This is an optimization exercise on Yosys and OpenROAD, whose aim is small area, not a production implementation. Only simulation tests tie the RTL to the original design; equivalence was not proved. Power and IR drop assume default switching activity.

## old
Design switch_top, start of the top module:
module switch_top
#(
    parameter  int dest_width = 2,
    parameter  int addr_width = 4,
    localparam int n_ports    = 1 << dest_width,
    localparam int pkt_bytes  = 8,
    localparam int pkt_w      = pkt_bytes * 8
)
(
    input  logic                          clock,
    input  logic                          reset_n,
    input  logic [n_ports-1:0]            dest_valid,
    input  logic [n_ports*dest_width-1:0] dest,
    input  logic [n_ports-1:0]            byte_valid,
    input  logic [n_ports*8-1:0]          byte_data,
    input  logic [n_ports-1:0]            pkt_ready,
    output logic [n_ports-1:0]            pkt_valid,
    output logic [n_ports*pkt_w-1:0]      pkt,
    output logic                          stop_sending_packets,
    output logic                          memory_is_full
);
clock: 8.0 ns
lec_check: 0
cap_margin: 0
cell_pad_in_sites_detail_placement: 1
cell_pad_in_sites_global_placement: 1
core_margin: 2
core_utilization: 45
cts_buf_list: sky130_fd_sc_hd__clkbuf_4
cts_cluster_diameter: 40
cts_cluster_size: 9
slew_margin: 0
standard.sh (not shown) runs the stock make flow with config.mk's settings and CLKGATE_MAP_FILE= SYNTH_SCRIPT=/design/flow/synth_recipe.tcl, a recipe that flattens the netlist after the stock synthesis.
==> flow/flow/run.sh <==
#!/bin/bash
# The standard layout, with two changes:
# - the smallest buffer on each input and output port instead of the default
#   port buffer;
# - clock tree synthesis without dummy load cells (the clock tree settings are
#   the ones in config.mk).
set -euo pipefail
export BUFFER_PORTS_ARGS="-buffer_cell sky130_fd_sc_hd__buf_1"
export CTS_ARGS="-sink_clustering_enable -repair_clock_nets -sink_clustering_size 9 -sink_clustering_max_diameter 40 -buf_list sky130_fd_sc_hd__clkbuf_4 -dont_use_dummy_load"
bash standard.sh > standard.log 2>&1
#### Input delta (new over old)
--- a/flow/design.v
+++ b/flow/design.v
@@ -186,19 +186,19 @@
     logic [n_ports-1:0] last;
     logic [n_ports-1:0] deq_grant;
     logic [n_ports-1:0] grant_q;
     logic               deq_any;
     logic [sw-1:0]      deq_head;
     logic [sw-1:0]      deq_next;
     logic [sw-1:0]      link_addr;
     logic               link_en;
     logic [sw-1:0]      out_slot;
-    logic [cnt_w-1:0]   used_count;      
+    logic [cnt_w-1:0]   free_count;
     always_comb
     begin
         deq_head  = '0;
         link_addr = '0;
         for (int p = 0; p < n_ports; p++)
         begin
             enq_sel[p] = enq_valid && (enq_dest == dest_width'(p));
             last[p]    = (head[p] == tail[p]);
             if (deq_grant[p])
@@ -237,30 +237,30 @@
         if (!reset_n)
             out_slot <= '0;
         else
             out_slot <= deq_head;
     end
     always_ff @(posedge clock or negedge reset_n)
     begin
         if (!reset_n)
         begin
-            used_count <= '0;
+            free_count <= cnt_w'(1 << addr_width);
             busy       <= '0;
         end
         else
         begin
-            used_count <= used_count + cnt_w'(enq_valid) - cnt_w'(deq_any);
+            free_count <= free_count + cnt_w'(deq_any) - cnt_w'(enq_valid);
             busy       <= (busy & ~rel_oh) | take;
         end
     end
-    assign full                 = used_count[addr_width];
+    assign full                 = (free_count == '0);
     assign memory_is_full       = full;
-    assign stop_sending_packets = used_count[addr_width] | used_count[addr_width-1];
+    assign stop_sending_packets = (free_count <= cnt_w'(2 * n_ports));
     logic [n_ports-1:0] out_req;
     logic [n_slots-1:0] out_oh;
     logic [pkt_w-1:0]   out_pkt;
     assign out_req = nonempty & pkt_ready & ~grant_q;
     round_robin_arbiter #(.n_ports(n_ports)) out_arb_i (
         .clock   (clock),
         .reset_n (reset_n),
         .req     (out_req),
         .grant   (deq_grant)
--- outcome ---
Diff new..old | multi-input combinational cell count | negligible
Of old and new, the run reporting the lower fraction of final layout cells sized beyond drive strength 1 was old.
new: PASS, flow complete, no timing, DRC or antenna violations
The power spent charging and discharging nets number comes out lower for new vs old.
The area enclosed by the die boundary was comparable across old and new.
Worst setup timing slack at the placement stage ends up lower on old.
The run showing the smaller global-route usage is old.
new vs old: cell area power density down in new
Critical path arrival: old and new compared, higher one is old
Run comparison: new class of the most critical hold timing path flip-flop to flip-flop; old class of the most critical hold timing path primary input to async pin
In new, the delay of the slowest cell on the worst path came out 80 ps below the value in old.
Summary — worst setup margin, new relative to old: higher, by 51 ps.

==> re-timing with driven ports <==
The results above use ideal ports. As a check the final layouts listed here were re-extracted and re-timed, cells and wires unchanged.
Step 1 sets driving cells, clkbuf_16 on the clock port and buf_2 on the other inputs (assumed; they add their load-dependent delay and slew).
Step 2 also shifts input and output timing later by t, the mid clock arrival at the registers, as if the neighbouring blocks saw the same clock.
Slacks: no drivers / after step 1 / after step 2; pairs: no drivers / after step 1.
| run | t, ns | slack for setup (ns) | hold WS [ns] | pins driven straight from the clock port |
|---|---|---|---|---|
| old | 1.130 | 1.205 / 1.140 / 1.182 | 0.308 / 0.268 / 0.395 | 1 |
| new | 1.177 | 1.256 / 1.191 / 1.281 | 0.412 / 0.412 / 0.412 | 1 |
After both steps every run listed still meets setup and hold. For old, which loses most, drivers alone change the setup slack by -0.065 ns; drivers and shift together by -0.023 ns.
